Context: an optimization exercise on an open-source flow, tuned for small area, a short achievable clock period and few clock cycles per item. The choices shown serve that exercise and are no tape-out recipe. The RTL was checked by simulation tests, not by an equivalence proof against the original design.

## v6
## rc5_core_param
module rc5_core_param
#(
   parameter  int W    = 32,
   parameter  int R    = 12,
   localparam int KA_W = $clog2(2*R+2)
) (
   input  logic            clock,
   input  logic            reset,
   input  logic            key_we,
   input  logic [KA_W-1:0] key_addr,
   input  logic [W-1:0]    key_wdata,
   output logic            key_err,
   input  logic            in_valid,
   output logic            in_ready,
   input  logic            in_mode,
   input  logic [2*W-1:0]  in_data,
   output logic            out_valid,
   input  logic            out_ready,
   output logic [2*W-1:0]  out_data,
   output logic            out_mode,
   output logic            busy
);
export LEC_CHECK = 0
export CAP_MARGIN = 20
export CORE_MARGIN = 2
export CORE_UTILIZATION = 50
export CTS_CLUSTER_DIAMETER = 90
export CTS_CLUSTER_SIZE = 25
export SETUP_SLACK_MARGIN = 5
export SLEW_MARGIN = 20
export TNS_END_PERCENT = 100
create_clock -name core_clock -period 12.0 [get_ports {clock}]
standard.sh (not shown) runs the stock make flow with config.mk's settings and CLKGATE_MAP_FILE= SYNTH_SCRIPT=/design/flow/synth_recipe.tcl, a recipe that flattens the netlist after the stock synthesis.
==> flow/flow/run.sh <==
#!/bin/bash
# The standard layout, with one change: synthesis maps the logic with an
# area-oriented ABC script (flow/abc_area_map.script) in place of ORFS's
# speed script. Everything else, registers included, is the standard flow;
# the timing repair steps of the layout then fix the critical paths.
set -euo pipefail
W=$PWD
rm -rf "$W/scripts_mod"
cp -r "$FLOW_HOME/scripts" "$W/scripts_mod"
cp "$W/flow/abc_area_map.script" "$W/scripts_mod/abc_speed.script"
bash "$W/standard.sh" SCRIPTS_DIR="$W/scripts_mod" finish > "$W/standard_flow.log" 2>&1
==> flow/flow/abc_area_map.script <==
strash
dch
map -a
amap
topo
stime -c
v6 finished every stage and its layout cleared the timing, DRC and antenna checks.
Testbench counts of v6, summed over its fixed seeds: cycles 712, items 512.
Changes in v7 relative to v6:
Settings: CTS_CLUSTER_DIAMETER: 90 -> 100; CTS_CLUSTER_SIZE: 25 -> 30.
==> flow/run.sh (new file) <==
#!/bin/bash
# synth_recipe.tcl (not shown) runs the flow's synth.tcl, then flattens the netlist and writes it again
# the make line also repeats each setting of config.mk as NAME=value (left out here)
make -C /OpenROAD-flow-scripts/flow DESIGN_CONFIG=/design/flow/config.mk WORK_HOME=/design/flow/orfs CLKGATE_MAP_FILE= SYNTH_SCRIPT=/design/flow/synth_recipe.tcl finish
removed: flow/flow/run.sh
removed: flow/flow/abc_area_map.script
removed: flow/standard.sh
Both conditions hold for v7: the flow ran to the end and the final layout passed the timing, DRC and antenna checks. Clock-buffer cell count, v7 vs v6: down by more than 10%. Changes observed in v7 relative to v6: vias after detailed routing shrank by 27,300; met3 usage shrank by 3.3 points.

* * *

The RTL this note starts from:
==> flow/design.v <==
package rc5_pkg;
   localparam logic ENC = 1'b0;
   localparam logic DEC = 1'b1;
   function automatic logic [31:0] rotl32(input logic [31:0] x, input logic [4:0] n);
      logic [31:0] v;
      v = x;
      if (n[0]) v = {v[30:0], v[31]};
      if (n[1]) v = {v[29:0], v[31:30]};
      if (n[2]) v = {v[27:0], v[31:28]};
      if (n[3]) v = {v[23:0], v[31:24]};
      if (n[4]) v = {v[15:0], v[31:16]};
      rotl32 = v;
   endfunction
   function automatic logic [31:0] rev32(input logic [31:0] x);
      for (int i = 0; i < 32; i++) rev32[i] = x[31-i];
   endfunction
endpackage
module rc5_half (
   input  logic        mode,
   input  logic [31:0] x,
   input  logic [31:0] y,
   input  logic [31:0] ke,
   input  logic [31:0] kd,
   output logic [31:0] x_nxt,
   output logic [31:0] y_nxt
);
   logic [31:0] r, sum;
   always_comb begin
      r     = rc5_pkg::rotl32(x, y[4:0]);
      sum   = ((mode == rc5_pkg::DEC) ? y : r)
            + ((mode == rc5_pkg::DEC) ? ~kd : ke)
            + {31'd0, mode == rc5_pkg::DEC};
      y_nxt = (mode == rc5_pkg::DEC) ? rc5_pkg::rev32(r) ^ y : sum;
      x_nxt = (mode == rc5_pkg::DEC) ? rc5_pkg::rev32(sum) : y ^ sum;
   end
endmodule
module rc5_core_param
#(
   parameter  int W    = 32,
   parameter  int R    = 12,
   localparam int KA_W = $clog2(2*R+2)
) (
   input  logic            clock,
   input  logic            reset,
   input  logic            key_we,
   input  logic [KA_W-1:0] key_addr,
   input  logic [W-1:0]    key_wdata,
   output logic            key_err,
   input  logic            in_valid,
   output logic            in_ready,
   input  logic            in_mode,
   input  logic [2*W-1:0]  in_data,
   output logic            out_valid,
   input  logic            out_ready,
   output logic [2*W-1:0]  out_data,
   output logic            out_mode,
   output logic            busy
);
   localparam int NK = 2*R + 2;       
   localparam int NS = 2*R;           
   logic [NK-1:0][31:0] s_tab;
   logic                key_ok, key_wr;
   assign key_ok = !busy && (key_addr <= KA_W'(NK - 1));
   assign key_wr = key_we && key_ok;
   always_ff @(posedge clock) begin
      for (int i = 0; i < NK; i++)
         if (reset || (key_wr && key_addr == KA_W'(i)))
            s_tab[i] <= reset ? 32'd0 : key_wdata;
   end
   always_ff @(posedge clock) begin
      if (reset) key_err <= 1'b0;
      else       key_err <= key_we && !key_ok;
   end
   logic            accept;
   logic [NS:1]     v;                  
   logic [NS:1]     m;                  
   logic [NS:1]     inv;                
   logic [NS:1]     hd;                 
   logic [31:0]     xs [1:NS];
   logic [31:0]     ys [1:NS];
   logic            q_v, q_m, q_inv, q_hd;
   logic [63:0]     q_d;
   logic            blocked, pass_hd;
   assign in_ready = !blocked && !q_v;
   assign accept   = in_valid && in_ready;
   logic [31:0] in_a, in_b, w0_b, w0_a, x1_n, y1_n;
   logic        m0, inv0, hd0;
   logic [31:0] k0, k1, k25;
   assign k0  = (key_wr && key_addr == KA_W'(0))    ? key_wdata : s_tab[0];
   assign k1  = (key_wr && key_addr == KA_W'(1))    ? key_wdata : s_tab[1];
   assign k25 = (key_wr && key_addr == KA_W'(NK-1)) ? key_wdata : s_tab[NK-1];
   always_comb begin
      if (q_v) begin
         in_a = q_d[31:0];
         in_b = q_d[63:32];
         m0   = q_m;
         inv0 = q_inv;
         hd0  = q_hd;
      end else begin
         in_a = in_data[31:0];
         in_b = in_data[63:32];
         m0   = in_mode;
         inv0 = 1'b0;
         hd0  = 1'b0;
      end
      w0_b = in_b + (m0 ? ~k25 : k1) + {31'd0, m0};
      w0_a = in_a + k0;
      x1_n = m0 ? rc5_pkg::rev32(w0_b) : (w0_a ^ w0_b);
      y1_n = m0 ? in_a : w0_b;
   end
   always_ff @(posedge clock) begin
      xs[1]  <= x1_n;
      ys[1]  <= y1_n;
      m[1]   <= m0;
      inv[1] <= inv0;
      hd[1]  <= hd0;
   end
   for (genvar r = 1; r < NS; r++) begin : g_half
      logic [31:0] xn, yn;
      rc5_half u_half (
         .mode  (m[r]),
         .x     (xs[r]),
         .y     (ys[r]),
         .ke    (s_tab[r+1]),
         .kd    (s_tab[NK-1-r]),
         .x_nxt (xn),
         .y_nxt (yn)
      );
      always_ff @(posedge clock) begin
         xs[r+1]  <= xn;
         ys[r+1]  <= yn;
         m[r+1]   <= m[r];
         inv[r+1] <= inv[r];
         hd[r+1]  <= hd[r];
      end
   end
   logic [31:0] r_l, sum_l, dec_b, res_a, res_b;
   always_comb begin
      r_l   = rc5_pkg::rotl32(xs[NS], ys[NS][4:0]);
      sum_l = (m[NS] ? rc5_pkg::rev32(r_l) ^ ys[NS] : r_l)
            + (m[NS] ? ~s_tab[0] : s_tab[NK-1]) + {31'd0, m[NS]};
      dec_b = ys[NS] - s_tab[1];
      res_a = m[NS] ? sum_l : ys[NS];
      res_b = m[NS] ? dec_b : sum_l;
   end
   always_ff @(posedge clock) begin
      if (reset) v <= '0;
      else       v <= {v[NS-1:1], accept || q_v};
   end
   logic o_free, cand, deliver, recirc;
   assign o_free  = !out_valid || out_ready;
   assign cand    = !blocked || hd[NS] || pass_hd;
   assign deliver = v[NS] && !inv[NS] && o_free && cand;
   assign recirc  = v[NS] && !deliver;
   always_ff @(posedge clock) begin
      q_d   <= {res_b, res_a};
      q_m   <= !m[NS];
      q_inv <= !inv[NS];
      q_hd  <= cand;
   end
   always_ff @(posedge clock) begin
      if (reset) begin
         q_v       <= 1'b0;
         out_valid <= 1'b0;
      end else begin
         q_v <= recirc;
         if (o_free) out_valid <= deliver;
      end
   end
   always_ff @(posedge clock) begin
      if (deliver) begin
         out_data <= {res_b, res_a};
         out_mode <= m[NS];
      end
   end
   logic ring_nxt;
   assign ring_nxt = (|v[NS-1:1]) || accept || q_v || recirc;
   always_ff @(posedge clock) begin
      if (reset) begin
         blocked <= 1'b0;
         pass_hd <= 1'b0;
         busy    <= 1'b0;
      end else begin
         blocked <= (blocked || recirc) && ring_nxt;
         if (deliver)             pass_hd <= 1'b1;
         else if (recirc && cand) pass_hd <= 1'b0;
         busy <= ring_nxt;
      end
   end
endmodule
clock: 12.0 ns
lec_check: 0
cap_margin: 20
core_margin: 2
core_utilization: 55
cts_cluster_diameter: 90
cts_cluster_size: 25
setup_slack_margin: 5
slew_margin: 20
tns_end_percent: 100
==> flow/flow/run.sh <==
#!/bin/bash
# The standard layout, with one change: synthesis maps the logic with an
# area-oriented ABC script (flow/abc_area_map.script) in place of ORFS's
# speed script. Everything else, registers included, is the standard flow;
# the timing repair steps of the layout then fix the critical paths.
set -euo pipefail
W=$PWD
rm -rf "$W/scripts_mod"
cp -r "$FLOW_HOME/scripts" "$W/scripts_mod"
cp "$W/flow/abc_area_map.script" "$W/scripts_mod/abc_speed.script"
bash "$W/standard.sh" SCRIPTS_DIR="$W/scripts_mod" finish > "$W/standard_flow.log" 2>&1
==> flow/flow/abc_area_map.script <==
strash
dch
map -a
topo
stime -c
Testbench counts at the start, summed over its fixed seeds: cycles 712, items 512.
Then changed:
==> flow/flow/abc_area_map.script (replaced) <==
strash
dch
map -a
amap
topo
stime -c
CORE_UTILIZATION = 58   (was 55)
CTS_CLUSTER_DIAMETER = 100   (was 90)
CTS_CLUSTER_SIZE = 30   (was 25)
- The new run finished with timing, DRC and antenna clean
- global-route usage grows by 1.1 points
- fmax shrinks by 1.5%
- setup slack gets worse by 100 ps
- worst hold slack gets better by 18 ps
- non-clock buffer count grows by 87
- cell area shrinks by 5.3%
- utilization grows by 4.1 points
- critical path depth shrinks by 1

[port drivers added, routing unchanged]
No port has a modelled driver above. Below, the same layouts with a new extraction and two added sets of constraints. Step 1, drivers: a clkbuf_16 drives clock and a buf_2 each remaining input, both assumed. Step 2 adds t to the input delays and takes it off the output delays; t is the mean of the earliest and latest rising clock arrival at the registers after step 1. Input paths then give back, and output paths get back, about the clock's delay inside the block. a / b / c = ideal ports / drivers / drivers and shift; a / b = the first two.
run	shift t [ns]	slack for setup (ns)	hold WS [ns]	slew at the worst register clock pin (ns)
v6	1.053	5.103 / 4.872 / 3.819	0.333 / 0.333 / 0.333	0.11 / 0.11
v7	1.035	5.304 / 5.332 / 4.340	0.329 / 0.329 / 0.329	0.12 / 0.12
the first run of note 2	1.062	5.114 / 5.099 / 4.038	0.301 / 0.301 / 0.301	0.11 / 0.11
the second run of note 2	1.013	5.012 / 5.083 / 4.070	0.319 / 0.319 / 0.319	0.12 / 0.12
After both steps setup and hold are still met in every run listed. For v6, which loses most, drivers alone change the setup slack by -0.231 ns; drivers and shift together by -1.284 ns.
